Background: an optimization exercise with open tools, aiming at small area, a short achievable clock period and few clock cycles per item. Do not read the settings as production practice. The RTL was checked by simulation tests, not by an equivalence proof against the original design.

### flow/config.mk
export PLATFORM = sky130hd
export DESIGN_NAME = cordic_top
export DESIGN_NICKNAME = cordic_top
export VERILOG_FILES = /design/flow/design.v
export SDC_FILE = /design/flow/constraint.sdc
export NUM_CORES = 4
export LEC_CHECK = 0
export CAP_MARGIN = 20
export CORE_MARGIN = 2
export CORE_UTILIZATION = 40
export SLEW_MARGIN = 20
### flow/run.sh
#!/bin/bash
# synth_recipe.tcl (not shown) runs the flow's synth.tcl, then flattens the netlist and writes it again
# the make line also repeats each setting of config.mk as NAME=value (left out here)
make -C /OpenROAD-flow-scripts/flow DESIGN_CONFIG=/design/flow/config.mk WORK_HOME=/design/flow/orfs CLKGATE_MAP_FILE= SYNTH_SCRIPT=/design/flow/synth_recipe.tcl finish
### flow/design.v
`timescale 1ns/1ps
`default_nettype none
module cordic_top (
    input  logic               clk,
    input  logic               rst,
    input  logic               valid_in,
    input  logic [31:0]        angle_ieee754,
    output logic signed [15:0] sin_ieee754,
    output logic signed [15:0] cos_ieee754,
    output logic               valid,
    output logic signed [2:0]  flip_out
);
    logic       armed_q, s1_q, it_q, post_q, valid_q;
    logic [2:0] p_q;                   
    logic       idle, go;
    assign idle = ~(s1_q | it_q | post_q);
    assign go   = valid_in & armed_q & idle;
    logic [7:0]  w_e;
    logic        w_ok, w_neg;
    logic [25:0] w_mm, w_fix;
    logic [4:0]  w_sh;
    logic [8:0]  w_h;
    logic [3:0]  w_Q;
    logic [5:0]  w_rh;
    logic [22:0] w_r;
    logic        w_d1, w_d2, w_d3;
    always_comb begin
        w_e   = angle_ieee754[30:23];
        w_ok  = (w_e != 8'd0) && (w_e < 8'd137);
        w_neg = angle_ieee754[31] & w_ok;
        w_mm  = {1'b1, angle_ieee754[22:0], 2'b00};     
        w_sh  = 5'(8'd136 - w_e);
        w_fix = (w_e >= 8'd110 && w_e <= 8'd136) ? (w_mm >> w_sh) : 26'd0;
        w_h   = w_fix[25:17];
        if      (w_h >= 9'd495) w_Q = 4'd11;
        else if (w_h >= 9'd450) w_Q = 4'd10;
        else if (w_h >= 9'd405) w_Q = 4'd9;
        else if (w_h >= 9'd360) w_Q = 4'd8;
        else if (w_h >= 9'd315) w_Q = 4'd7;
        else if (w_h >= 9'd270) w_Q = 4'd6;
        else if (w_h >= 9'd225) w_Q = 4'd5;
        else if (w_h >= 9'd180) w_Q = 4'd4;
        else if (w_h >= 9'd135) w_Q = 4'd3;
        else if (w_h >= 9'd90)  w_Q = 4'd2;
        else if (w_h >= 9'd45)  w_Q = 4'd1;
        else                    w_Q = 4'd0;
        w_rh  = 6'(w_h - 9'(w_Q * 6'd45));
        w_r   = {w_rh, w_fix[16:0]};
        w_d1  = (w_r >= 23'd2949116);
        if (w_d1) begin
            w_d2 = (w_r >= 23'd4690078);
            if (w_d2) w_d3 = (w_r >= 23'd5609962);
            else      w_d3 = (w_r >= 23'd3770194);
        end else begin
            w_d2 = (w_r >= 23'd1208154);
            if (w_d2) w_d3 = (w_r >= 23'd2128039);
            else      w_d3 = (w_r >= 23'd288270);
        end
    end
    logic [22:0] r_q;
    logic [2:0]  d_q;
    logic [2:0]  fl0_q, fl_q;          
    logic signed [15:0] w_z4;
    logic signed [18:0] w_x4, w_y4;
    always_comb begin
        case (d_q)
            3'b111: begin w_x4 = -19'sd6217;  w_y4 = 19'sd130583; end
            3'b110: begin w_x4 = 19'sd26117;  w_y4 = 19'sd128097; end
            3'b101: begin w_x4 = 19'sd55964;  w_y4 = 19'sd118147; end
            3'b100: begin w_x4 = 19'sd83324;  w_y4 = 19'sd100737; end
            3'b011: begin w_x4 = 19'sd100737; w_y4 = 19'sd83324;  end
            3'b010: begin w_x4 = 19'sd118147; w_y4 = 19'sd55964;  end
            3'b001: begin w_x4 = 19'sd128097; w_y4 = 19'sd26117;  end
            default: begin w_x4 = 19'sd130583; w_y4 = -19'sd6217;  end
        endcase
    end
    wire m_c25 = (d_q == 3'd1) | (d_q == 3'd3) | (d_q == 3'd4) | (d_q == 3'd6);
    wire m_c26 = (d_q == 3'd0) | (d_q == 3'd1) | (d_q == 3'd4) | (d_q == 3'd7);
    wire m_c27 = (d_q == 3'd0) | (d_q == 3'd3) | (d_q == 3'd6);
    wire m_c28 = (d_q == 3'd0) | (d_q == 3'd4) | (d_q == 3'd6);
    wire m_c29 = (d_q == 3'd3) | (d_q == 3'd6) | (d_q == 3'd7);
    wire m_c30 = (d_q == 3'd1) | (d_q == 3'd2) | (d_q == 3'd3) | (d_q == 3'd4) | (d_q == 3'd6);
    wire m_c31 = (d_q == 3'd1) | (d_q == 3'd3);
    wire m_c32 = (d_q == 3'd2) | (d_q == 3'd3) | (d_q == 3'd4) | (d_q == 3'd7);
    wire m_c33 = (d_q == 3'd5) | (d_q == 3'd6) | (d_q == 3'd7);
    wire m_c34 = (d_q == 3'd2) | (d_q == 3'd3) | (d_q == 3'd4) | (d_q == 3'd5);
    wire m_c35 = (d_q == 3'd0) | (d_q == 3'd1) | (d_q == 3'd2) | (d_q == 3'd3) | (d_q == 3'd4) | (d_q == 3'd5);
    wire m_c36 = (d_q == 3'd6) | (d_q == 3'd7);
    wire m_c37 = (d_q == 3'd4) | (d_q == 3'd5) | (d_q == 3'd6) | (d_q == 3'd7);
    wire m_c39 = (d_q == 3'd1) | (d_q == 3'd3) | (d_q == 3'd5) | (d_q == 3'd7);
    wire m_1 = ~r_q[0] ^ r_q[1];
    wire m_2 = ~r_q[0] & r_q[1];
    wire m_3 = ~r_q[1] ^ r_q[2];
    wire m_4 = ~r_q[1] & r_q[2];
    wire m_5 = ~r_q[2] ^ r_q[3];
    wire m_6 = ~r_q[2] & r_q[3];
    wire m_7 = r_q[0] ^ ~r_q[3] ^ r_q[4];
    wire m_8 = (r_q[0] & ~r_q[3]) | (r_q[0] & r_q[4]) | (~r_q[3] & r_q[4]);
    wire m_9 = r_q[1] ^ ~r_q[4] ^ r_q[5];
    wire m_10 = (r_q[1] & ~r_q[4]) | (r_q[1] & r_q[5]) | (~r_q[4] & r_q[5]);
    wire m_11 = r_q[2] ^ ~r_q[5] ^ r_q[6];
    wire m_12 = (r_q[2] & ~r_q[5]) | (r_q[2] & r_q[6]) | (~r_q[5] & r_q[6]);
    wire m_13 = r_q[0] ^ r_q[3] ^ ~r_q[6];
    wire m_14 = (r_q[0] & r_q[3]) | (r_q[0] & ~r_q[6]) | (r_q[3] & ~r_q[6]);
    wire m_15 = r_q[7] ^ ~r_q[12];
    wire m_16 = r_q[7] & ~r_q[12];
    wire m_17 = r_q[1] ^ r_q[4] ^ ~r_q[7];
    wire m_18 = (r_q[1] & r_q[4]) | (r_q[1] & ~r_q[7]) | (r_q[4] & ~r_q[7]);
    wire m_19 = r_q[8] ^ ~r_q[13] ^ r_q[15];
    wire m_20 = (r_q[8] & ~r_q[13]) | (r_q[8] & r_q[15]) | (~r_q[13] & r_q[15]);
    wire m_21 = r_q[2] ^ r_q[5] ^ ~r_q[8];
    wire m_22 = (r_q[2] & r_q[5]) | (r_q[2] & ~r_q[8]) | (r_q[5] & ~r_q[8]);
    wire m_23 = r_q[9] ^ ~r_q[14] ^ r_q[16];
    wire m_24 = (r_q[9] & ~r_q[14]) | (r_q[9] & r_q[16]) | (~r_q[14] & r_q[16]);
    wire m_25 = r_q[3] ^ r_q[6] ^ ~r_q[9];
    wire m_26 = (r_q[3] & r_q[6]) | (r_q[3] & ~r_q[9]) | (r_q[6] & ~r_q[9]);
    wire m_27 = r_q[10] ^ ~r_q[15] ^ r_q[17];
    wire m_28 = (r_q[10] & ~r_q[15]) | (r_q[10] & r_q[17]) | (~r_q[15] & r_q[17]);
    wire m_29 = r_q[4] ^ r_q[7] ^ ~r_q[10];
    wire m_30 = (r_q[4] & r_q[7]) | (r_q[4] & ~r_q[10]) | (r_q[7] & ~r_q[10]);
    wire m_31 = r_q[11] ^ ~r_q[16];
    wire m_32 = r_q[11] & ~r_q[16];
    wire m_33 = r_q[5] ^ r_q[8] ^ ~r_q[11];
    wire m_34 = (r_q[5] & r_q[8]) | (r_q[5] & ~r_q[11]) | (r_q[8] & ~r_q[11]);
    wire m_35 = r_q[12] ^ ~r_q[17];
    wire m_36 = r_q[12] & ~r_q[17];
    wire m_37 = r_q[6] ^ r_q[9] ^ ~r_q[12];
    wire m_38 = (r_q[6] & r_q[9]) | (r_q[6] & ~r_q[12]) | (r_q[9] & ~r_q[12]);
    wire m_39 = r_q[13] ^ ~r_q[18];
    wire m_40 = r_q[13] & ~r_q[18];
    wire m_41 = r_q[7] ^ r_q[10] ^ ~r_q[13];
    wire m_42 = (r_q[7] & r_q[10]) | (r_q[7] & ~r_q[13]) | (r_q[10] & ~r_q[13]);
    wire m_43 = r_q[14] ^ ~r_q[19];
    wire m_44 = r_q[14] & ~r_q[19];
    wire m_45 = r_q[8] ^ r_q[11] ^ ~r_q[14];
    wire m_46 = (r_q[8] & r_q[11]) | (r_q[8] & ~r_q[14]) | (r_q[11] & ~r_q[14]);
    wire m_47 = r_q[15] ^ ~r_q[20];
    wire m_48 = r_q[15] & ~r_q[20];
    wire m_49 = r_q[9] ^ r_q[12] ^ ~r_q[15];
    wire m_50 = (r_q[9] & r_q[12]) | (r_q[9] & ~r_q[15]) | (r_q[12] & ~r_q[15]);
    wire m_51 = r_q[10] ^ r_q[13];
    wire m_52 = r_q[10] & r_q[13];
    wire m_53 = ~r_q[0] ^ r_q[2];
    wire m_54 = ~r_q[0] & r_q[2];
    wire m_55 = ~r_q[1] ^ r_q[3];
    wire m_56 = ~r_q[1] & r_q[3];
    wire m_57 = ~r_q[2] ^ r_q[4];
    wire m_58 = ~r_q[2] & r_q[4];
    wire m_59 = ~r_q[3] ^ r_q[5];
    wire m_60 = ~r_q[3] & r_q[5];
    wire m_61 = ~r_q[4] ^ r_q[6];
    wire m_62 = ~r_q[4] & r_q[6];
    wire m_63 = r_q[0] ^ ~r_q[5] ^ r_q[7];
    wire m_64 = (r_q[0] & ~r_q[5]) | (r_q[0] & r_q[7]) | (~r_q[5] & r_q[7]);
    wire m_65 = m_1 ^ ~r_q[6] ^ r_q[8];
    wire m_66 = (m_1 & ~r_q[6]) | (m_1 & r_q[8]) | (~r_q[6] & r_q[8]);
    wire m_67 = r_q[11] ^ ~r_q[13];
    wire m_68 = r_q[11] & ~r_q[13];
    wire m_69 = m_2 ^ m_3 ^ ~r_q[7];
    wire m_70 = (m_2 & m_3) | (m_2 & ~r_q[7]) | (m_3 & ~r_q[7]);
    wire m_71 = r_q[9] ^ r_q[12] ^ ~r_q[14];
    wire m_72 = (r_q[9] & r_q[12]) | (r_q[9] & ~r_q[14]) | (r_q[12] & ~r_q[14]);
    wire m_73 = m_4 ^ m_5 ^ ~r_q[8];
    wire m_74 = (m_4 & m_5) | (m_4 & ~r_q[8]) | (m_5 & ~r_q[8]);
    wire m_75 = r_q[10] ^ r_q[13] ^ ~r_q[15];
    wire m_76 = (r_q[10] & r_q[13]) | (r_q[10] & ~r_q[15]) | (r_q[13] & ~r_q[15]);
    wire m_77 = m_6 ^ m_7 ^ ~r_q[9];
    wire m_78 = (m_6 & m_7) | (m_6 & ~r_q[9]) | (m_7 & ~r_q[9]);
    wire m_79 = r_q[11] ^ r_q[14] ^ ~r_q[16];
    wire m_80 = (r_q[11] & r_q[14]) | (r_q[11] & ~r_q[16]) | (r_q[14] & ~r_q[16]);
    wire m_81 = m_8 ^ m_9 ^ ~r_q[10];
    wire m_82 = (m_8 & m_9) | (m_8 & ~r_q[10]) | (m_9 & ~r_q[10]);
    wire m_83 = r_q[12] ^ r_q[15] ^ ~r_q[17];
    wire m_84 = (r_q[12] & r_q[15]) | (r_q[12] & ~r_q[17]) | (r_q[15] & ~r_q[17]);
    wire m_85 = m_10 ^ m_11 ^ ~r_q[11];
    wire m_86 = (m_10 & m_11) | (m_10 & ~r_q[11]) | (m_11 & ~r_q[11]);
    wire m_87 = r_q[13] ^ r_q[16] ^ ~r_q[18];
    wire m_88 = (r_q[13] & r_q[16]) | (r_q[13] & ~r_q[18]) | (r_q[16] & ~r_q[18]);
    wire m_89 = m_12 ^ m_13 ^ m_15;
    wire m_90 = (m_12 & m_13) | (m_12 & m_15) | (m_13 & m_15);
    wire m_91 = r_q[14] ^ r_q[17] ^ ~r_q[19];
    wire m_92 = (r_q[14] & r_q[17]) | (r_q[14] & ~r_q[19]) | (r_q[17] & ~r_q[19]);
    wire m_93 = m_14 ^ m_16 ^ m_17;
    wire m_94 = (m_14 & m_16) | (m_14 & m_17) | (m_16 & m_17);
    wire m_95 = m_19 ^ r_q[18] ^ ~r_q[20];
    wire m_96 = (m_19 & r_q[18]) | (m_19 & ~r_q[20]) | (r_q[18] & ~r_q[20]);
    wire m_97 = m_18 ^ m_20 ^ m_21;
    wire m_98 = (m_18 & m_20) | (m_18 & m_21) | (m_20 & m_21);
    wire m_99 = m_23 ^ r_q[19] ^ ~r_q[21];
    wire m_100 = (m_23 & r_q[19]) | (m_23 & ~r_q[21]) | (r_q[19] & ~r_q[21]);
    wire m_101 = m_22 ^ m_24 ^ m_25;
    wire m_102 = (m_22 & m_24) | (m_22 & m_25) | (m_24 & m_25);
    wire m_103 = m_27 ^ r_q[20] ^ ~r_q[22];
    wire m_104 = (m_27 & r_q[20]) | (m_27 & ~r_q[22]) | (r_q[20] & ~r_q[22]);
    wire m_105 = m_26 ^ m_28 ^ m_29;
    wire m_106 = (m_26 & m_28) | (m_26 & m_29) | (m_28 & m_29);
    wire m_107 = m_31 ^ r_q[18] ^ r_q[21];
    wire m_108 = (m_31 & r_q[18]) | (m_31 & r_q[21]) | (r_q[18] & r_q[21]);
    wire m_109 = m_30 ^ m_32 ^ m_33;
    wire m_110 = (m_30 & m_32) | (m_30 & m_33) | (m_32 & m_33);
    wire m_111 = m_35 ^ r_q[19] ^ r_q[22];
    wire m_112 = (m_35 & r_q[19]) | (m_35 & r_q[22]) | (r_q[19] & r_q[22]);
    wire m_113 = m_34 ^ m_36 ^ m_37;
    wire m_114 = (m_34 & m_36) | (m_34 & m_37) | (m_36 & m_37);
    wire m_115 = m_39 ^ r_q[20] ^ m_c25;
    wire m_116 = (m_39 & r_q[20]) | (m_39 & m_c25) | (r_q[20] & m_c25);
    wire m_117 = m_38 ^ m_40 ^ m_41;
    wire m_118 = (m_38 & m_40) | (m_38 & m_41) | (m_40 & m_41);
    wire m_119 = m_43 ^ r_q[21] ^ m_c26;
    wire m_120 = (m_43 & r_q[21]) | (m_43 & m_c26) | (r_q[21] & m_c26);
    wire m_121 = m_42 ^ m_44 ^ m_45;
    wire m_122 = (m_42 & m_44) | (m_42 & m_45) | (m_44 & m_45);
    wire m_123 = m_47 ^ r_q[22] ^ m_c27;
    wire m_124 = (m_47 & r_q[22]) | (m_47 & m_c27) | (r_q[22] & m_c27);
    wire m_125 = m_46 ^ m_48 ^ m_49;
    wire m_126 = (m_46 & m_48) | (m_46 & m_49) | (m_48 & m_49);
    wire m_127 = r_q[16] ^ ~r_q[21] ^ m_c28;
    wire m_128 = (r_q[16] & ~r_q[21]) | (r_q[16] & m_c28) | (~r_q[21] & m_c28);
    wire m_129 = m_50 ^ m_51 ^ ~r_q[16];
    wire m_130 = (m_50 & m_51) | (m_50 & ~r_q[16]) | (m_51 & ~r_q[16]);
    wire m_131 = r_q[17] ^ ~r_q[22] ^ m_c29;
    wire m_132 = (r_q[17] & ~r_q[22]) | (r_q[17] & m_c29) | (~r_q[22] & m_c29);
    wire m_133 = m_52 ^ r_q[11] ^ r_q[14];
    wire m_134 = (m_52 & r_q[11]) | (m_52 & r_q[14]) | (r_q[11] & r_q[14]);
    wire m_135 = ~r_q[17] ^ r_q[18] ^ m_c30;
    wire m_136 = (~r_q[17] & r_q[18]) | (~r_q[17] & m_c30) | (r_q[18] & m_c30);
    wire m_137 = r_q[12] ^ r_q[15] ^ ~r_q[18];
    wire m_138 = (r_q[12] & r_q[15]) | (r_q[12] & ~r_q[18]) | (r_q[15] & ~r_q[18]);
    wire m_139 = r_q[19] ^ m_c31;
    wire m_140 = r_q[19] & m_c31;
    wire m_141 = r_q[13] ^ r_q[16] ^ ~r_q[19];
    wire m_142 = (r_q[13] & r_q[16]) | (r_q[13] & ~r_q[19]) | (r_q[16] & ~r_q[19]);
    wire m_143 = r_q[20] ^ m_c32;
    wire m_144 = r_q[20] & m_c32;
    wire m_145 = r_q[14] ^ r_q[17] ^ ~r_q[20];
    wire m_146 = (r_q[14] & r_q[17]) | (r_q[14] & ~r_q[20]) | (r_q[17] & ~r_q[20]);
    wire m_147 = r_q[21] ^ m_c33;
    wire m_148 = r_q[21] & m_c33;
    wire m_149 = r_q[15] ^ r_q[18] ^ ~r_q[21];
    wire m_150 = (r_q[15] & r_q[18]) | (r_q[15] & ~r_q[21]) | (r_q[18] & ~r_q[21]);
    wire m_151 = r_q[22] ^ m_c34;
    wire m_152 = r_q[22] & m_c34;
    wire m_153 = r_q[16] ^ r_q[19] ^ ~r_q[22];
    wire m_154 = (r_q[16] & r_q[19]) | (r_q[16] & ~r_q[22]) | (r_q[19] & ~r_q[22]);
    wire m_155 = m_53 ^ r_q[5];
    wire m_156 = m_53 & r_q[5];
    wire m_157 = m_54 ^ m_55 ^ r_q[6];
    wire m_158 = (m_54 & m_55) | (m_54 & r_q[6]) | (m_55 & r_q[6]);
    wire m_159 = m_56 ^ m_57 ^ r_q[7];
    wire m_160 = (m_56 & m_57) | (m_56 & r_q[7]) | (m_57 & r_q[7]);
    wire m_161 = m_58 ^ m_59 ^ r_q[8];
    wire m_162 = (m_58 & m_59) | (m_58 & r_q[8]) | (m_59 & r_q[8]);
    wire m_163 = m_60 ^ m_61 ^ r_q[9];
    wire m_164 = (m_60 & m_61) | (m_60 & r_q[9]) | (m_61 & r_q[9]);
    wire m_165 = m_62 ^ m_63 ^ r_q[10];
    wire m_166 = (m_62 & m_63) | (m_62 & r_q[10]) | (m_63 & r_q[10]);
    wire m_167 = m_64 ^ m_65 ^ m_67;
    wire m_168 = (m_64 & m_65) | (m_64 & m_67) | (m_65 & m_67);
    wire m_169 = m_66 ^ m_68 ^ m_69;
    wire m_170 = (m_66 & m_68) | (m_66 & m_69) | (m_68 & m_69);
    wire m_171 = m_70 ^ m_72 ^ m_73;
    wire m_172 = (m_70 & m_72) | (m_70 & m_73) | (m_72 & m_73);
    wire m_173 = m_74 ^ m_76 ^ m_77;
    wire m_174 = (m_74 & m_76) | (m_74 & m_77) | (m_76 & m_77);
    wire m_175 = m_78 ^ m_80 ^ m_81;
    wire m_176 = (m_78 & m_80) | (m_78 & m_81) | (m_80 & m_81);
    wire m_177 = m_82 ^ m_84 ^ m_85;
    wire m_178 = (m_82 & m_84) | (m_82 & m_85) | (m_84 & m_85);
    wire m_179 = m_86 ^ m_88 ^ m_89;
    wire m_180 = (m_86 & m_88) | (m_86 & m_89) | (m_88 & m_89);
    wire m_181 = m_90 ^ m_92 ^ m_93;
    wire m_182 = (m_90 & m_92) | (m_90 & m_93) | (m_92 & m_93);
    wire m_183 = m_94 ^ m_96 ^ m_97;
    wire m_184 = (m_94 & m_96) | (m_94 & m_97) | (m_96 & m_97);
    wire m_185 = m_98 ^ m_100 ^ m_101;
    wire m_186 = (m_98 & m_100) | (m_98 & m_101) | (m_100 & m_101);
    wire m_187 = m_102 ^ m_104 ^ m_105;
    wire m_188 = (m_102 & m_104) | (m_102 & m_105) | (m_104 & m_105);
    wire m_189 = m_106 ^ m_108 ^ m_109;
    wire m_190 = (m_106 & m_108) | (m_106 & m_109) | (m_108 & m_109);
    wire m_191 = m_110 ^ m_112 ^ m_113;
    wire m_192 = (m_110 & m_112) | (m_110 & m_113) | (m_112 & m_113);
    wire m_193 = m_114 ^ m_116 ^ m_117;
    wire m_194 = (m_114 & m_116) | (m_114 & m_117) | (m_116 & m_117);
    wire m_195 = m_118 ^ m_120 ^ m_121;
    wire m_196 = (m_118 & m_120) | (m_118 & m_121) | (m_120 & m_121);
    wire m_197 = m_122 ^ m_124 ^ m_125;
    wire m_198 = (m_122 & m_124) | (m_122 & m_125) | (m_124 & m_125);
    wire m_199 = m_126 ^ m_128 ^ m_129;
    wire m_200 = (m_126 & m_128) | (m_126 & m_129) | (m_128 & m_129);
    wire m_201 = m_130 ^ m_132 ^ m_133;
    wire m_202 = (m_130 & m_132) | (m_130 & m_133) | (m_132 & m_133);
    wire m_203 = m_134 ^ m_136 ^ m_137;
    wire m_204 = (m_134 & m_136) | (m_134 & m_137) | (m_136 & m_137);
    wire m_205 = m_138 ^ m_140 ^ m_141;
    wire m_206 = (m_138 & m_140) | (m_138 & m_141) | (m_140 & m_141);
    wire m_207 = m_142 ^ m_144 ^ m_145;
    wire m_208 = (m_142 & m_144) | (m_142 & m_145) | (m_144 & m_145);
    wire m_209 = m_146 ^ m_148 ^ m_149;
    wire m_210 = (m_146 & m_148) | (m_146 & m_149) | (m_148 & m_149);
    wire m_211 = m_150 ^ m_152 ^ m_153;
    wire m_212 = (m_150 & m_152) | (m_150 & m_153) | (m_152 & m_153);
    wire m_213 = m_154 ^ r_q[17] ^ r_q[20];
    wire m_214 = (m_154 & r_q[17]) | (m_154 & r_q[20]) | (r_q[17] & r_q[20]);
    wire m_215 = r_q[18] ^ r_q[21];
    wire m_216 = r_q[18] & r_q[21];
    wire m_217 = r_q[0] ^ r_q[3];
    wire m_218 = r_q[0] & r_q[3];
    wire m_219 = r_q[1] ^ r_q[4] ^ ~r_q[6];
    wire m_220 = (r_q[1] & r_q[4]) | (r_q[1] & ~r_q[6]) | (r_q[4] & ~r_q[6]);
    wire m_221 = m_155 ^ ~r_q[7] ^ 1'b1;
    wire m_222 = (m_155 & ~r_q[7]) | (m_155 & 1'b1) | (~r_q[7] & 1'b1);
    wire m_223 = m_156 ^ m_157 ^ ~r_q[8];
    wire m_224 = (m_156 & m_157) | (m_156 & ~r_q[8]) | (m_157 & ~r_q[8]);
    wire m_225 = m_158 ^ m_159 ^ ~r_q[9];
    wire m_226 = (m_158 & m_159) | (m_158 & ~r_q[9]) | (m_159 & ~r_q[9]);
    wire m_227 = m_160 ^ m_161 ^ ~r_q[10];
    wire m_228 = (m_160 & m_161) | (m_160 & ~r_q[10]) | (m_161 & ~r_q[10]);
    wire m_229 = m_162 ^ m_163 ^ ~r_q[11];
    wire m_230 = (m_162 & m_163) | (m_162 & ~r_q[11]) | (m_163 & ~r_q[11]);
    wire m_231 = m_164 ^ m_165 ^ ~r_q[12];
    wire m_232 = (m_164 & m_165) | (m_164 & ~r_q[12]) | (m_165 & ~r_q[12]);
    wire m_233 = m_166 ^ m_167 ^ 1'b1;
    wire m_234 = (m_166 & m_167) | (m_166 & 1'b1) | (m_167 & 1'b1);
    wire m_235 = m_168 ^ m_169 ^ m_71;
    wire m_236 = (m_168 & m_169) | (m_168 & m_71) | (m_169 & m_71);
    wire m_237 = m_170 ^ m_171 ^ m_75;
    wire m_238 = (m_170 & m_171) | (m_170 & m_75) | (m_171 & m_75);
    wire m_239 = m_172 ^ m_173 ^ m_79;
    wire m_240 = (m_172 & m_173) | (m_172 & m_79) | (m_173 & m_79);
    wire m_241 = m_174 ^ m_175 ^ m_83;
    wire m_242 = (m_174 & m_175) | (m_174 & m_83) | (m_175 & m_83);
    wire m_243 = m_176 ^ m_177 ^ m_87;
    wire m_244 = (m_176 & m_177) | (m_176 & m_87) | (m_177 & m_87);
    wire m_245 = m_178 ^ m_179 ^ m_91;
    wire m_246 = (m_178 & m_179) | (m_178 & m_91) | (m_179 & m_91);
    wire m_247 = m_180 ^ m_181 ^ m_95;
    wire m_248 = (m_180 & m_181) | (m_180 & m_95) | (m_181 & m_95);
    wire m_249 = m_182 ^ m_183 ^ m_99;
    wire m_250 = (m_182 & m_183) | (m_182 & m_99) | (m_183 & m_99);
    wire m_251 = m_184 ^ m_185 ^ m_103;
    wire m_252 = (m_184 & m_185) | (m_184 & m_103) | (m_185 & m_103);
    wire m_253 = m_186 ^ m_187 ^ m_107;
    wire m_254 = (m_186 & m_187) | (m_186 & m_107) | (m_187 & m_107);
    wire m_255 = m_188 ^ m_189 ^ m_111;
    wire m_256 = (m_188 & m_189) | (m_188 & m_111) | (m_189 & m_111);
    wire m_257 = m_190 ^ m_191 ^ m_115;
    wire m_258 = (m_190 & m_191) | (m_190 & m_115) | (m_191 & m_115);
    wire m_259 = m_192 ^ m_193 ^ m_119;
    wire m_260 = (m_192 & m_193) | (m_192 & m_119) | (m_193 & m_119);
    wire m_261 = m_194 ^ m_195 ^ m_123;
    wire m_262 = (m_194 & m_195) | (m_194 & m_123) | (m_195 & m_123);
    wire m_263 = m_196 ^ m_197 ^ m_127;
    wire m_264 = (m_196 & m_197) | (m_196 & m_127) | (m_197 & m_127);
    wire m_265 = m_198 ^ m_199 ^ m_131;
    wire m_266 = (m_198 & m_199) | (m_198 & m_131) | (m_199 & m_131);
    wire m_267 = m_200 ^ m_201 ^ m_135;
    wire m_268 = (m_200 & m_201) | (m_200 & m_135) | (m_201 & m_135);
    wire m_269 = m_202 ^ m_203 ^ m_139;
    wire m_270 = (m_202 & m_203) | (m_202 & m_139) | (m_203 & m_139);
    wire m_271 = m_204 ^ m_205 ^ m_143;
    wire m_272 = (m_204 & m_205) | (m_204 & m_143) | (m_205 & m_143);
    wire m_273 = m_206 ^ m_207 ^ m_147;
    wire m_274 = (m_206 & m_207) | (m_206 & m_147) | (m_207 & m_147);
    wire m_275 = m_208 ^ m_209 ^ m_151;
    wire m_276 = (m_208 & m_209) | (m_208 & m_151) | (m_209 & m_151);
    wire m_277 = m_210 ^ m_211 ^ m_c35;
    wire m_278 = (m_210 & m_211) | (m_210 & m_c35) | (m_211 & m_c35);
    wire m_279 = m_212 ^ m_213 ^ m_c36;
    wire m_280 = (m_212 & m_213) | (m_212 & m_c36) | (m_213 & m_c36);
    wire m_281 = m_214 ^ m_215 ^ m_c37;
    wire m_282 = (m_214 & m_215) | (m_214 & m_c37) | (m_215 & m_c37);
    wire m_283 = m_216 ^ r_q[19] ^ r_q[22];
    wire m_284 = (m_216 & r_q[19]) | (m_216 & r_q[22]) | (r_q[19] & r_q[22]);
    wire m_285 = r_q[20] ^ m_c39;
    wire m_286 = r_q[20] & m_c39;
    wire [39:0] m_a = {m_284, m_282, m_280, m_278, m_276, m_274, m_272, m_270, m_268, m_266, m_264, m_262, m_260, m_258, m_256, m_254, m_252, m_250, m_248, m_246, m_244, m_242, m_240, m_238, m_236, m_234, m_232, m_230, m_228, m_226, m_224, m_222, m_220, m_218, m_217, r_q[2], r_q[1], r_q[0], ~r_q[1], ~r_q[0]};
    wire [39:0] m_b = {m_285, m_283, m_281, m_279, m_277, m_275, m_273, m_271, m_269, m_267, m_265, m_263, m_261, m_259, m_257, m_255, m_253, m_251, m_249, m_247, m_245, m_243, m_241, m_239, m_237, m_235, m_233, m_231, m_229, m_227, m_225, m_223, m_221, m_219, ~r_q[5], ~r_q[4], ~r_q[3], ~r_q[2], 1'b0, 1'b1};
    wire [39:0] m_s = m_a + m_b;
    assign w_z4 = m_s[39:24];
    logic signed [18:0] x_q, y_q;
    logic [15:0]        zu_q;
    logic               w_da, w_db;
    logic signed [15:0] w_z4r, w_z5;
    logic signed [12:0] w_z6;
    logic signed [18:0] w_xa, w_ya, w_xb, w_yb, w_xs1, w_ys1, w_xs2, w_ys2;
    logic [15:0]        w_zun;
    always_comb begin
        w_z4r = {~zu_q[15], zu_q[14:0]};
        w_da  = zu_q[15];
        w_z5  = w_da ? (w_z4r - 16'sd8181) : (w_z4r + 16'sd8181);
        w_db  = (p_q == 3'd0) ? ~w_z5[15] : zu_q[14];
        w_z6  = 13'(w_db ? (w_z5 - 16'sd4095) : (w_z5 + 16'sd4095));
        w_zun = (p_q == 3'd0) ? {~w_z6[12], w_z6[11:0], 3'b000} : {zu_q[13:0], 2'b00};
        case (p_q)
            3'd0:    begin w_xs1 = x_q >>> 4;  w_ys1 = y_q >>> 4;  end
            3'd1:    begin w_xs1 = x_q >>> 6;  w_ys1 = y_q >>> 6;  end
            3'd2:    begin w_xs1 = x_q >>> 8;  w_ys1 = y_q >>> 8;  end
            3'd3:    begin w_xs1 = x_q >>> 10; w_ys1 = y_q >>> 10; end
            default: begin w_xs1 = x_q >>> 12; w_ys1 = y_q >>> 12; end
        endcase
        w_xa  = x_q + (w_ys1 ^ {19{w_da}}) + {18'd0, w_da};
        w_ya  = y_q + (w_xs1 ^ {19{~w_da}}) + {18'd0, ~w_da};
        case (p_q)
            3'd0:    begin w_xs2 = w_xa >>> 5;  w_ys2 = w_ya >>> 5;  end
            3'd1:    begin w_xs2 = w_xa >>> 7;  w_ys2 = w_ya >>> 7;  end
            3'd2:    begin w_xs2 = w_xa >>> 9;  w_ys2 = w_ya >>> 9;  end
            3'd3:    begin w_xs2 = w_xa >>> 11; w_ys2 = w_ya >>> 11; end
            default: begin w_xs2 = w_xa >>> 13; w_ys2 = w_ya >>> 13; end
        endcase
        w_xb  = w_xa + (w_ys2 ^ {19{w_db}}) + {18'd0, w_db};
        w_yb  = w_ya + (w_xs2 ^ {19{~w_db}}) + {18'd0, ~w_db};
    end
    logic               w_d14, w_d15;
    logic [3:0]         w_X, w_Y;
    logic [3:0]         w_x15h, w_y15h;
    logic               w_xc, w_xb0, w_yc, w_yb0;
    logic signed [5:0]  w_gx, w_gy, w_gs, w_gc;
    logic [18:0]        w_bs, w_bc;
    logic               w_ns, w_nc;
    logic signed [15:0] w_sin, w_cos;
    function automatic logic signed [15:0] round_q15(input logic [18:0] b,
                                                     input logic signed [5:0] g,
                                                     input logic n);
        logic signed [20:0] t, s;
        t = (n ? ~{2'b00, b} : {2'b00, b}) + 21'(n ? (6'sd3 - g) : (6'sd2 + g));
        s = t >>> 2;
        if (s > 21'sd32767)
            round_q15 = 16'sh7FFF;
        else if (s < -21'sd32768)
            round_q15 = 16'sh8000;
        else
            round_q15 = 16'(s);
    endfunction
    always_comb begin
        w_d14 = zu_q[15];
        w_d15 = zu_q[14];
        w_X   = x_q[17:14];
        w_Y   = y_q[17:14];
        w_yc  = (&y_q[14:4]) & (({1'b0, y_q[3:0]} + {1'b0, w_X}) >= 5'd16);
        w_yb0 = (~|y_q[14:4]) & (y_q[3:0] < w_X);
        w_y15h = y_q[18:15] + (w_d14 ? {3'd0, w_yc} : -{3'd0, w_yb0});
        w_xc  = (&x_q[14:4]) & (({1'b0, x_q[3:0]} + {1'b0, w_Y}) >= 5'd16);
        w_xb0 = (~|x_q[14:4]) & (x_q[3:0] < w_Y);
        w_x15h = x_q[18:15] + (w_d14 ? -{3'd0, w_xb0} : {3'd0, w_xc});
        w_gx  = (w_d14 ? -{2'd0, w_Y} : {2'd0, w_Y}) + (w_d15 ? -{2'd0, w_y15h} : {2'd0, w_y15h});
        w_gy  = (w_d14 ? {2'd0, w_X} : -{2'd0, w_X}) + (w_d15 ? {2'd0, w_x15h} : -{2'd0, w_x15h});
        w_bs  = fl_q[0] ? x_q : y_q;
        w_gs  = fl_q[0] ? w_gx : w_gy;
        w_bc  = fl_q[0] ? y_q : x_q;
        w_gc  = fl_q[0] ? w_gy : w_gx;
        w_ns  = fl_q[1] ^ fl_q[2];
        w_nc  = fl_q[1] ^ fl_q[0];
        w_sin = round_q15(w_bs, w_gs, w_ns);
        w_cos = round_q15(w_bc, w_gc, w_nc);
    end
    always_ff @(posedge clk or negedge rst) begin
        if (!rst) begin
            armed_q <= 1'b0;
            s1_q    <= 1'b0;
            it_q    <= 1'b0;
            post_q  <= 1'b0;
            valid_q <= 1'b0;
        end else begin
            armed_q <= 1'b1;
            s1_q    <= go;
            if (s1_q)
                it_q <= 1'b1;
            else if (p_q == 3'd4)
                it_q <= 1'b0;
            post_q  <= it_q & (p_q == 3'd4);
            valid_q <= post_q;
        end
    end
    always_ff @(posedge clk) begin
        r_q   <= w_r;
        d_q   <= {w_d1, w_d2, w_d3};
        fl0_q <= {w_neg, w_Q[1:0]};
        if (s1_q) begin
            fl_q <= fl0_q;
            x_q  <= w_x4;
            y_q  <= w_y4;
            zu_q <= {~w_z4[15], w_z4[14:0]};
            p_q  <= 3'd0;
        end else begin
            x_q  <= w_xb;
            y_q  <= w_yb;
            zu_q <= w_zun;
            p_q  <= p_q + 3'd1;
        end
    end
    logic signed [15:0] sin_q, cos_q;
    logic [2:0]         flip_q;
    always_ff @(posedge clk or negedge rst) begin
        if (!rst) begin
            sin_q  <= '0;
            cos_q  <= '0;
            flip_q <= '0;
        end else if (post_q) begin
            sin_q  <= w_sin;
            cos_q  <= w_cos;
            flip_q <= fl_q;
        end
    end
    assign sin_ieee754 = sin_q;
    assign cos_ieee754 = cos_q;
    assign flip_out    = flip_q;
    assign valid       = valid_q;
endmodule
`default_nettype wire
### flow/constraint.sdc
create_clock -name core_clock -period 12.0 [get_ports {clk}]
set_input_delay 2.4000 -clock core_clock [delete_from_list [all_inputs] [get_ports {clk}]]
set_output_delay 2.4000 -clock core_clock [all_outputs]
set_load 0.01 [all_outputs]
==> impl_metrics.tcl, run 1 <==
set metrics [dict create \
    grt_max_degree 67 \
    cts_max_level 4 \
    wl_per_cell_um 20.29 \
    synth-seq-cells 129 \
    yosysWarnings 1 \
    dr.pass1.iters 8 \
    ant_nets 0 \
    grt_pass1_wl_um 114100 \
    end_kind "register" \
    max_stage_delay_ns 0.88 \
    syn_area_per_cell_um2 8.123 \
    drt_iter0_markers 1859 \
    clock_latency_ns 0.46 \
    netlist_instances 2755 \
    synth-main-ff-cell "dfxtp_1" \
    port_buffers 70 \
    cts_buffers 17 \
    critical_path_class "in -> reg" \
    fillers 5470 \
    place_ws_ns 1.631 \
    setup_ws_ns 1.964 \
    grt_setup_unrepaired "false" \
    ioPinCount 71 \
    core-area_mm2 0.05520 \
    post_cts_buffers 0 \
    cp.arrival_ns 10.42 \
    finalHoldViolCount 0 \
    hold_class "reg -> reg" \
    tns_ns 0 \
    synth.distinct_cells 105 \
    cts_tree "yes" \
    antenna_found_initial 1 \
    syn_nets 3173 \
    drc 0 \
    gp_congestion 0.9508 \
    cts_sinks 129 \
    period_share_pct 83.64 \
    worstPathMaxFanout 34 \
    clk_path_buf_depth 2 \
    min_period_ns 10.04 \
    overflow 0 \
    status "timing/DRC/antenna clean" \
    fp-row-count 86 \
    critical_path_required_ns 12.38 \
    ys_seq_area_share_pct 12.57 \
    setup_viol 0 \
    path_clk_slew_ns 0.06 \
    dieWidth_um 240.5 \
    synth_edf_count 3 \
    critPathSlowestCell "mux4_2" \
    dieArea_mm2 0.05785 \
    die_h_um 240.5 \
    layout-drive-gt1-share_pct 5.552 \
    ctsHoldBuffers 0 \
    skew_ns 0.01531 \
    syn_area_mm2 0.02238 \
    grt_pass1_vias 20840 \
    slew_headroom_pct 37.86 \
    crit_top_cell "ha_1" \
    cp-start-kind "input port" \
    vias 20770 \
    diodes 0 \
    cap_violations 0 \
    start_util_pct 40.54 \
    clockRootBuffer "clkbuf_16" \
    grt_use_total_pct 25.10 \
    cts_resized 0 \
    wirelength_um 71480 \
    worstMarginPinSlew_ns 0.9302 \
    syn_to_final_growth_pct 8.901 \
    fin_nets 3179 \
    ys_async_sr_fraction_pct 31.01 \
    slew_viol_final 0 \
    dp_hpwl_um 55460 \
    viasPerCell 5.896 \
    fmax_ghz 0.09964 \
]
path summary, 6_finish.rpt:
kind / slack, ns / start / to / cells after the start
min: 0.40 / fl0_q[2]$_DFF_P_ / fl_q[2]$_DFFE_PP_ / 0
max in group asynchronous: 9.32 / rst / s1_q$_DFF_PN0_ / 1
min in group asynchronous: 2.07 / rst / cos_q[3]$_DFFE_PN0P_ / 1
max: 1.96 / angle_ieee754[23] / d_q[0]$_DFF_P_ / 29
min reg2reg: 0.40 / fl0_q[2]$_DFF_P_ / fl_q[2]$_DFFE_PP_ / 0
max reg2reg: 2.71 / x_q[15]$_DFF_P_ / cos_q[5]$_DFFE_PN0P_ / 40
sequential cells by signal, summed over array words and instances, names as in the netlist, 3 cells and up:
register / count
p_q: 3
x_q: 19
cos_q: 16
d_q: 3
y_q: 19
fl0_q: 3
sin_q: 16
flip_q: 3
r_q: 23
zu_q: 16
fl_q: 3
critical path, delay by kind of cell:
family                   cells  cell delay [ns]
AND/OR/NAND/NOR              6             1.29
adder cells (fa/ha/maj)      5             1.83
buffers and inverters        5             1.81
multiplexers                 2             1.03
XOR/XNOR                     1             0.29
AO/OA/AOI/OAI               10             1.75
metrics by stage:
stage	hold slack, ns	instances	area, um^2	utilization (%)
floorplan	0.3519	2755	22380	-
global placement	0.3905	3489	23760	43.04
detailed placement	0.3910	3490	23770	43.06
CTS	0.4042	3522	24370	44.15
global route	0.4163	3522	24370	44.15
finish	0.4029	3522	24370	44.15
cell usage in the layout, fill, tap and decap left out, types with 29 or more instances in the layout:
cell / n
o21a_1: 30
a21o_1: 60
dfxtp_1: 84
xnor2_1: 207
nand3_1: 76
mux2i_1: 51
fa_1: 129
ha_1: 254
nand2_1: 181
clkdlybuf4s50_1: 69
nand2b_1: 41
nor2b_1: 29
buf_4: 37
nor3_1: 36
o21ai_0: 150
nor2_1: 204
inv_1: 271
xor2_1: 55
a21oi_1: 213
dfrtp_1: 39
a31oi_1: 34
layer usage:
layer	vias up	GRT usage, %	wire length [um]
li1	9806	-	-
met1	10050	32.40	31170
met2	765	42.83	33910
met3	150	3.065	3913
met4	0	9.317	2488
met5	-	0	0
cell usage after synthesis (24+ instances only):
cell	count	share of area (%)
o211ai_1	24	0.81
inv_1	271	4.5
o21ai_0	150	3.4
nand2b_1	41	1.1
nor3_1	36	0.81
nor2_1	204	3.4
a31oi_1	34	0.95
fa_1	129	12
dfxtp_1	86	7.7
o21bai_1	28	0.94
nand3_1	76	1.7
a21o_1	60	2.0
o21a_1	30	1.0
nand2_1	181	3.0
buf_1	24	0.40
clkbuf_1	75	1.3
dfrtp_1	40	4.5
a221oi_1	28	1.1
mux2i_1	51	2.3
xor2_1	55	2.2
nor2b_1	30	0.84
xnor2_1	207	8.1
ha_1	254	14
a21oi_1	213	4.8
area by class of cell:
| cell class | count | area (um^2) | share of cell area (%) |
|---|---|---|---|
| Timing Repair Buffer | 107 | 973.4 | 3.994 |
| Clock inverter | 10 | 126.4 | 0.5186 |
| Multi-Input combinational cell | 2229 | 18000 | 73.87 |
| Sequential cell | 129 | 2816 | 11.56 |
| Clock buffer | 22 | 475.5 | 1.951 |
| Tap cell | 748 | 935.9 | 3.840 |
| Inverter | 277 | 1040 | 4.267 |
logic make-up (layout without fill, tap and decap cells):
| family | count (synthesis) | in the layout | share of synthesized area [%] |
|---|---|---|---|
| adders and majority gates | 383 | 383 | 25.74 |
| DFF | 129 | 129 | 12.57 |
| buffers and inverters | 397 | 416 | 6.995 |
| AOI/OAI and AO/OA | 791 | 791 | 23.72 |
| and+or+nand+nor | 696 | 696 | 14.81 |
| muxes | 95 | 95 | 5.821 |
| xor gates and xnor gates | 263 | 263 | 10.33 |
| other | 1 | 1 | 0.01676 |
Testbench counts, summed over its fixed seeds: cycles 19,208, items 2,400.
==> inputs of run 2 (changes only) <==
--- a/flow/config.mk
+++ b/flow/config.mk
@@ -7,2 +7,3 @@
 export LEC_CHECK = 0
+export ABC_CLOCK_PERIOD_IN_PS = 6000
 export CAP_MARGIN = 20
@@ -10,2 +11,3 @@
 export CORE_UTILIZATION = 40
+export SETUP_SLACK_MARGIN = 4
 export SLEW_MARGIN = 20
==> impl_metrics.tcl, run 2 <==
set metrics [dict create \
    path_depth 35 \
    worstPathMaxFanout 8 \
    final_cells 3573 \
    synth-seq-cells 129 \
    crit_start "x_q[9]$_DFF_P_" \
    syn_nets 3173 \
    drc 0 \
    top_regs "r_q x23, x_q x19, y_q x19" \
    ctsHoldBuffers 0 \
    period_share_pct 66.34 \
    wirelength_um 73940 \
    path_clk_slew_ns 0.06 \
    grt_pass1_wl_um 114800 \
    path_buf_inv 4 \
    critical_path_class "reg -> reg" \
    dp_hpwl_um 55290 \
    core-area_mm2 0.05520 \
    min_period_ns 7.961 \
    yosysWarnings 1 \
    status "timing/DRC/antenna clean" \
    synth.distinct_cells 105 \
    yosys-top-cells-count "inv_1, ha_1, a21oi_1" \
    cp.arrival_ns 8.31 \
    ys_async_sr_fraction_pct 31.01 \
    ant_nets 0 \
    synth_most_common_cell "inv_1" \
    antenna_found_initial 0 \
    fillers 5441 \
    critPathSlowestCell "fa_2" \
    crit_family "compound AO/OA/AOI/OAI gates" \
    cap_violations 0 \
    dr.pass1.iters 7 \
    syn_area_per_cell_um2 8.123 \
    port_buffers 70 \
    tns_ns 0 \
    min_from "fl0_q[1]$_DFF_P_" \
    max_stage_delay_ns 0.58 \
    syn_area_mm2 0.02238 \
    diodes 0 \
    cp-start-kind "register" \
    netlist_instances 2755 \
    r2r_start "x_q[9]$_DFF_P_" \
    hold_ws_ns 0.4069 \
    die_h_um 240.5 \
    finalHoldViolCount 0 \
    cts_tree "yes" \
    synth_edf_count 3 \
    drt_iter0_markers 2136 \
    slew_viol_final 0 \
    grt_pass1_vias 20750 \
    setup_ws_ns 4.039 \
    whs_path_depth 0 \
    gp_congestion 0.9325 \
    start_util_pct 40.54 \
    final_common_cell "inv_1" \
    setup_viol 0 \
    fp-row-count 86 \
    viasPerCell 5.882 \
    clock_latency_ns 0.48 \
    dieArea_mm2 0.05785 \
    syn_to_final_growth_pct 14.18 \
    grt_max_degree 67 \
    grt_use_total_pct 25.30 \
    cts_max_level 4 \
    slew_headroom_pct 34.08 \
    clockRootBuffer "clkbuf_16" \
    end_kind "register" \
    wl_per_cell_um 20.69 \
    ioPinCount 71 \
    synth_top_area_share_pct 14.20 \
    dieWidth_um 240.5 \
    yosys.area.top_type "ha_1" \
    layout-drive-gt1-share_pct 11.19 \
    largest_register "r_q" \
    fmax_ghz 0.1256 \
    largest_register_ffs 23 \
    dp_cells 3485 \
    grt_setup_unrepaired "true" \
    cts_buffers 17 \
    fin_nets 3230 \
    hold_class "reg -> reg" \
    skew_ns 0.02115 \
    ys_seq_area_share_pct 12.57 \
    overflow 0 \
    worstMarginPinSlew_ns 0.9812 \
    vias 21020 \
    final_cell_mix "inv_1, ha_1, nor2_1, xnor2_1, a21oi_1" \
    reg2reg_depth 35 \
    place_ws_ns 1.722 \
    cts_sinks 129 \
    synth-main-ff-cell "dfxtp_1" \
    clk_path_buf_depth 2 \
    critical_path_required_ns 12.35 \
    synth_area_leaders "ha_1, fa_1, xnor2_1" \
]
## run 2: kinds of logic after synthesis
logic type	synth area share (%)
muxes	5.821
DFF	12.57
other	0.01676
adders and majority gates	25.74
xor gates and xnor gates	10.33
buffers and inverters	6.995
AOI/OAI and AO/OA	23.72
and+or+nand+nor	14.81
## run 2: layout make-up
class	count	area [um^2]	area share (%)
timing repair buffer	158	1543	6.038
clock buffer	21	450.4	1.763
inverter	277	1064	4.162
multi-input combinational	2229	18650	73.00
sequential	129	2824	11.05
clock inverter	11	81.33	0.3183
tap	748	935.9	3.663
## run 2: worst paths after layout
path                                          to  slack, ns
max                         cos_q[1]$_DFFE_PN0P_       4.04
min                            fl_q[1]$_DFFE_PP_       0.41
max reg2reg                 cos_q[1]$_DFFE_PN0P_       4.04
min reg2reg                    fl_q[1]$_DFFE_PP_       0.41
max in group asynchronous         s1_q$_DFF_PN0_       9.31
min in group asynchronous  flip_q[0]$_DFFE_PN0P_       2.05
## run 2: repair_timing
item | CTS | global route
cloned | 0 | 3
setup endpoints to repair | 45 | 51
buffers inserted | 20 | 33
gates resized for setup | 47 | 117
pin swaps | 7 | 41
## run 2: per-stage QoR
step,cell area [um^2],utilization [%]
3_5_place_dp,23750,43.02
3_3_place_gp,23750,43.02
6_report,25550,46.29
5_1_grt,25550,46.29
2_1_floorplan,22400,-
4_1_cts,24670,44.70
## run 2: routing by layer
metal	vias up	routed length [um]	GRT usage (%)
met1	10180	31720	32.96
met4	0	1911	8.131
li1	9921	-	-
met2	782	35170	42.65
met5	-	0	0
met3	133	5138	4.099

==> separate check: timing with driven ports <==
Ports are ideal in the flow. The routed layouts listed here were re-timed in OpenROAD. Step 1: set_driving_cell puts a clkbuf_16 on clk and a buf_2 on each other input, an assumption about the parent block. Step 2 also shifts input and output timing later by t, the mid clock arrival at the registers, as if the neighbouring blocks saw the same clock. Slacks: ideal ports / drivers / drivers and shift; pairs: ideal ports / drivers.
run | shift t [ns] | setup WS [ns] | worst setup path after step 2 | slew at the worst register clock pin (ns) | cell pins on the clock port's net
run 1 | 0.509 | 1.964 / 1.993 / 1.484 | input to register | 0.07 / 0.07 | 1
run 2 | 0.524 | 4.039 / 4.039 / 3.884 | input to register | 0.08 / 0.08 | 1
After both steps setup and hold are still met in every run listed. The setup slack of run 1, which loses most, moves by +0.029 ns with the drivers and by -0.480 ns with both steps.
